Background: an optimization exercise with open tools, aiming at small area. Do not read the settings as production practice.
In this exercise RTL edits were held to simulation tests only and were not proved equivalent to the original.
Power figures rest on the tool's default switching activity, not on a simulated workload. The clock port is modelled as an ideal driver; clocking choices that lean on that would not hold on a real chip.

Setup of job 5561:
// dmem_responder
module dmem_responder (
  input  logic        clk,
  input  logic        rst,
  input  logic        mem_write,
  input  logic [31:0] address,
  input  logic [31:0] write_data,
  output logic [31:0] read_data,
  output logic        log_valid,
  input  logic        log_ready,
  output logic [31:0] log_addr,
  output logic [31:0] log_data,
  output logic        log_overflow,
  output logic        misaligned,
  output logic        done
);
export LEC_CHECK = 0
export CAP_MARGIN = 20
export CORE_MARGIN = 2
export CORE_UTILIZATION = 70
export SLEW_MARGIN = 20
export SYNTH_HIERARCHICAL = 1
create_clock -name core_clock -period 8.0 [get_ports {clk}]
standard.sh (not shown) runs the stock make flow with config.mk's settings and CLKGATE_MAP_FILE= SYNTH_SCRIPT=/design/flow/synth_recipe.tcl, a recipe that flattens the netlist after the stock synthesis.
==> flow/flow/run.sh <==
#!/bin/bash
# The standard layout, with plain buffers on the ports and a clock tree
# without dummy loads.
set -euo pipefail
export BUFFER_PORTS_ARGS="-buffer_cell sky130_fd_sc_hd__buf_2"
export CTS_ARGS="-sink_clustering_enable -repair_clock_nets -sink_clustering_size 16 -sink_clustering_max_diameter 150 -buf_list sky130_fd_sc_hd__clkbuf_8 -dont_use_dummy_load"
bash standard.sh > standard_flow.log 2>&1
--- input diff job 5561..job 741 ---
==> flow/flow/run.sh <==
#!/bin/bash
# The standard layout, with plain buffers on the ports and a clock tree
# without dummy loads.
set -euo pipefail
export BUFFER_PORTS_ARGS="-buffer_cell sky130_fd_sc_hd__buf_2"
export CTS_ARGS="-sink_clustering_enable -repair_clock_nets -sink_clustering_size 28 -sink_clustering_max_diameter 150 -dont_use_dummy_load"
bash standard.sh > standard_flow.log 2>&1
Findings:
Job 5561 → job 741: setup slack shrank by 0.085 ns, sequential share of layout area about even, port buffer count neither gained nor lost much, delay of the slowest critical-path stage higher, number of nets with antenna violations after detailed routing neither gained nor lost much.
For job 1021, these inputs were changed with respect to job 741:
Settings: a change of CORE_UTILIZATION from 70 to 80.
==> flow/flow/run.sh <==
#!/bin/bash
# The standard layout, with plain buffers on the ports and a clock tree
# without dummy loads.
set -euo pipefail
export BUFFER_PORTS_ARGS="-buffer_cell sky130_fd_sc_hd__buf_2"
export CTS_ARGS="-sink_clustering_enable -repair_clock_nets -sink_clustering_size 16 -sink_clustering_max_diameter 150 -buf_list sky130_fd_sc_hd__clkbuf_8 -dont_use_dummy_load"
bash standard.sh > standard_flow.log 2>&1
Notes after the runs:
- Area of the core: lower on job 1021
- Of job 741 and job 1021, the higher largest net degree at the start of global routing belongs to job 741.
- Job 1021 vs job 741: cell depth of the worst setup path up
diff inputs: job 1021 => job 5745
Settings: CORE_UTILIZATION changed from 80 to 70.
==> flow/flow/run.sh <==
#!/bin/bash
# The standard layout, with plain buffers on the ports and a clock tree
# without dummy loads.
set -euo pipefail
export BUFFER_PORTS_ARGS="-buffer_cell sky130_fd_sc_hd__buf_2"
export CTS_ARGS="-sink_clustering_enable -repair_clock_nets -sink_clustering_size 18 -sink_clustering_max_diameter 150 -buf_list sky130_fd_sc_hd__clkbuf_8 -dont_use_dummy_load"
bash standard.sh > standard_flow.log 2>&1
==> comparison <==
Looking at number of global-route vias before repair, job 5745 sits 3.1% below job 1021.
Final period utilization (lower): job 5745
Diff job 1021 -> job 5745: register-to-register slack fell by 0.04 ns; global-route met3 utilization shows a reduction of 6.2 points; part of the power in the clock network fell 0.6 points; met3 wire length went down about 14%.

========
pine:
The RTL this note starts from:
==> flow/design.v <==
package dmem_pkg;
  localparam logic [31:0] PASS_ADDR = 32'd108;
  localparam logic [31:0] PASS_DATA = 32'hABCDE7D5;
endpackage
module store_log_fifo (
  input  logic        clk_i,
  input  logic        rst_ni,
  input  logic        push_i,
  input  logic [61:0] data_i,
  input  logic        pop_i,
  output logic [61:0] head_o,
  output logic        empty_o,
  output logic        overflow_o
);
  logic [61:0] mem_q [4];
  logic [61:0] z012, n3;
  logic [1:0] wr_q, rd_q;
  logic [2:0] cnt_q;
  logic full, do_push, do_pop;
  logic [3:0] we, rs;
  always_comb begin
    empty_o = cnt_q == 3'd0;
    full = cnt_q[2];
    do_pop = pop_i && !empty_o;
    do_push = push_i && (!full || do_pop);
    overflow_o = push_i && !do_push;
    for (int i = 0; i < 4; i++) begin
      we[i] = do_push && wr_q == 2'(i);
      rs[i] = rd_q == 2'(i);
    end
  end
  for (genvar i = 0; i < 4; i++) begin : g_entry
    hold_word #(.W(62)) u_entry (.clk(clk_i), .we(we[i]), .nwe(!we[i]), .wd(data_i), .q(mem_q[i]));
  end
  aoi222_w #(.W(62)) u_h012 (.a(mem_q[0]), .sa(rs[0]), .b(mem_q[1]), .sb(rs[1]), .c(mem_q[2]), .sc(rs[2]), .y(z012));
  nand2_w #(.W(62)) u_h3 (.a(mem_q[3]), .b({62{rs[3]}}), .y(n3));
  nand2_w #(.W(62)) u_h (.a(z012), .b(n3), .y(head_o));
  always_ff @(posedge clk_i or negedge rst_ni)
    if (!rst_ni) begin
      wr_q <= '0;
      rd_q <= '0;
      cnt_q <= '0;
    end else begin
      wr_q <= wr_q + 2'(do_push);
      rd_q <= rd_q + 2'(do_pop);
      cnt_q <= cnt_q + 3'(do_push) - 3'(do_pop);
    end
endmodule
module hold_word #(
  parameter int W = 32
) (
  input  logic         clk,
  input  logic         we,
  input  logic         nwe,
  input  logic [W-1:0] wd,
  output logic [W-1:0] q
);
  always_ff @(posedge clk) q <= (q & {W{nwe}}) | (wd & {W{we}});
endmodule
module aoi222_w #(
  parameter int W = 32
) (
  input  logic [W-1:0] a, b, c,
  input  logic         sa, sb, sc,
  output logic [W-1:0] y
);
  assign y = ~((a & {W{sa}}) | (b & {W{sb}}) | (c & {W{sc}}));
endmodule
module nand4_w #(
  parameter int W = 32
) (
  input  logic [W-1:0] a, b, c, d,
  output logic [W-1:0] y
);
  assign y = ~(a & b & c & d);
endmodule
module nand2_w #(
  parameter int W = 32
) (
  input  logic [W-1:0] a, b,
  output logic [W-1:0] y
);
  assign y = ~(a & b);
endmodule
module nor2_w #(
  parameter int W = 32
) (
  input  logic [W-1:0] a, b,
  output logic [W-1:0] y
);
  assign y = ~(a | b);
endmodule
module nand3_w #(
  parameter int W = 32
) (
  input  logic [W-1:0] a, b, c,
  output logic [W-1:0] y
);
  assign y = ~(a & b & c);
endmodule
module dmem_responder (
  input  logic        clk,
  input  logic        rst,
  input  logic        mem_write,
  input  logic [31:0] address,
  input  logic [31:0] write_data,
  output logic [31:0] read_data,
  output logic        log_valid,
  input  logic        log_ready,
  output logic [31:0] log_addr,
  output logic [31:0] log_data,
  output logic        log_overflow,
  output logic        misaligned,
  output logic        done
);
  logic [31:0] ram_q [64];
  logic [5:0] idx;
  logic is_mmio, aligned, ram_we, log_push, fifo_empty, fifo_ovf;
  logic ovf_q, mis_q, done_q;
  logic [63:0] wsel, rsel;
  logic [61:0] head;
  logic [31:0] z [22];
  logic [31:0] o [6];
  logic [31:0] m0, m1, m2;
  logic phase_q, rd_inv;
  logic [31:0] wdx, rd_raw;
  always_comb begin
    idx = address[7:2];
    is_mmio = |address[31:10];
    aligned = address[1:0] == 2'b00;
    ram_we = mem_write && aligned && !is_mmio;
    log_push = mem_write && aligned && is_mmio;
    for (int w = 0; w < 64; w++) begin
      wsel[w] = ram_we && idx == 6'(w);
      rsel[w] = !is_mmio && idx == 6'(w);
    end
    wdx = write_data ^ {32{phase_q}};
    rd_inv = phase_q && !is_mmio;
    read_data = rd_raw ^ {32{rd_inv}};
    log_valid = !fifo_empty;
    log_addr = {head[61:32], 2'b00};
    log_data = head[31:0];
    log_overflow = ovf_q;
    misaligned = mis_q;
    done = done_q;
  end
  for (genvar w = 0; w < 64; w++) begin : g_word
    flip_word #(.W(32)) u_word (.clk(clk), .we(wsel[w]), .nwe(!wsel[w]), .wdx(wdx), .q(ram_q[w]));
  end
  for (genvar g = 0; g < 21; g++) begin : g_rd3
    aoi222_w #(.W(32)) u_aoi (.a(ram_q[3*g]), .sa(rsel[3*g]), .b(ram_q[3*g+1]), .sb(rsel[3*g+1]),
                              .c(ram_q[3*g+2]), .sc(rsel[3*g+2]), .y(z[g]));
  end
  nand2_w #(.W(32)) u_rd63 (.a(ram_q[63]), .b({32{rsel[63]}}), .y(z[21]));
  for (genvar k = 0; k < 5; k++) begin : g_rd4
    nand4_w #(.W(32)) u_nand (.a(z[4*k]), .b(z[4*k+1]), .c(z[4*k+2]), .d(z[4*k+3]), .y(o[k]));
  end
  nand2_w #(.W(32)) u_rd_n5 (.a(z[20]), .b(z[21]), .y(o[5]));
  nor2_w #(.W(32)) u_rd_m0 (.a(o[0]), .b(o[1]), .y(m0));
  nor2_w #(.W(32)) u_rd_m1 (.a(o[2]), .b(o[3]), .y(m1));
  nor2_w #(.W(32)) u_rd_m2 (.a(o[4]), .b(o[5]), .y(m2));
  nand3_w #(.W(32)) u_rd_out (.a(m0), .b(m1), .c(m2), .y(rd_raw));
  always_ff @(posedge clk) phase_q <= !phase_q;
  always_ff @(posedge clk or negedge rst)
    if (!rst) begin
      ovf_q <= 1'b0;
      mis_q <= 1'b0;
      done_q <= 1'b0;
    end else begin
      ovf_q <= ovf_q || fifo_ovf;
      mis_q <= mis_q || (mem_write && !aligned);
      done_q <= done_q || (mem_write && address == dmem_pkg::PASS_ADDR && write_data == dmem_pkg::PASS_DATA);
    end
  store_log_fifo u_fifo (
    .clk_i      (clk),
    .rst_ni     (rst),
    .push_i     (log_push),
    .data_i     ({address[31:2], write_data}),
    .pop_i      (log_valid && log_ready),
    .head_o     (head),
    .empty_o    (fifo_empty),
    .overflow_o (fifo_ovf)
  );
endmodule
module flip_word #(
  parameter int W = 32
) (
  input  logic         clk,
  input  logic         we,
  input  logic         nwe,
  input  logic [W-1:0] wdx,
  output logic [W-1:0] q
);
  always_ff @(posedge clk) q <= ~((q | {W{we}}) & (wdx | {W{nwe}}));
endmodule
==> flow/config.mk <==
export PLATFORM = sky130hd
export DESIGN_NAME = dmem_responder
export DESIGN_NICKNAME = dmem_responder
export VERILOG_FILES = /design/flow/design.v
export SDC_FILE = /design/flow/constraint.sdc
export NUM_CORES = 4
export LEC_CHECK = 0
export CAP_MARGIN = 20
export CORE_MARGIN = 2
export CORE_UTILIZATION = 60
export SLEW_MARGIN = 20
export SYNTH_HIERARCHICAL = 1
==> flow/constraint.sdc <==
create_clock -name core_clock -period 8.0 [get_ports {clk}]
set_input_delay 1.6000 -clock core_clock [delete_from_list [all_inputs] [get_ports {clk}]]
set_output_delay 1.6000 -clock core_clock [all_outputs]
set_load 0.01 [all_outputs]
==> flow/flow/run.sh <==
#!/bin/bash
# The standard layout, with plain buffers on the ports and a clock tree
# without dummy loads.
set -euo pipefail
export BUFFER_PORTS_ARGS="-buffer_cell sky130_fd_sc_hd__buf_2"
export CTS_ARGS="-sink_clustering_enable -repair_clock_nets -sink_clustering_size 30 -sink_clustering_max_diameter 100 -dont_use_dummy_load"
bash standard.sh > standard_flow.log 2>&1
Input-level comparison between maple and pine:
==> flow/flow/run.sh <==
#!/bin/bash
# The standard layout, with plain buffers on the ports and a clock tree
# without dummy loads.
set -euo pipefail
export BUFFER_PORTS_ARGS="-buffer_cell sky130_fd_sc_hd__buf_2"
export CTS_ARGS="-sink_clustering_enable -repair_clock_nets -sink_clustering_size 25 -sink_clustering_max_diameter 60 -dont_use_dummy_load"
bash standard.sh > standard_flow.log 2>&1
### Flow results
From pine to maple the numbers moved as follows: core utilization climbed 1.1 points; mapped cell area was more or less identical; via count grew by about 0.6%; combinational share of power now smaller; power after layout increased about 7%.
Share of cell area taken by multi-input logic gates, maple and pine, higher one = pine.

afterwards: timing with drivers on the ports:
How much do the figures lean on ideal ports? The routed layouts below were timed once more, with nothing changed but the port constraints.
Step 1 assumes that a clkbuf_16 drives the clock port and a buf_2 every other input.
Step 2, shift: input delay + t, output delay - t, t = (earliest + latest rising clock arrival at the registers) / 2. This alone moves slack from input paths to output paths.
Three values: no drivers, after step 1, after step 2; two values: the first two.
| run | t, ns | setup WS [ns] | worst setup path at the end | clock arrival spread, ns | cell pins on the clock port's net |
|---|---|---|---|---|---|
| job 5561 | 0.969 | 0.529 / 0.511 / 0.511 | input to output | 0.086 / 0.086 | 1 |
| job 741 | 0.809 | 0.444 / 0.425 / 0.425 | input to output | 0.102 / 0.101 | 1 |
| job 1021 | 0.977 | 0.518 / 0.496 / 0.496 | input to output | 0.084 / 0.084 | 1 |
| job 5745 | 0.953 | 0.578 / 0.514 / 0.514 | input to output | 0.068 / 0.068 | 1 |
| pine | 0.823 | 0.272 / 0.254 / 0.254 | input to output | 0.038 / 0.038 | 1 |
| maple | 0.867 | 0.325 / 0.306 / 0.306 | input to output | 0.051 / 0.051 | 1 |
After both steps every run listed still meets setup and hold. The setup slack of job 5745, which loses most, moves by -0.064 ns with the drivers and by -0.064 ns with both steps.
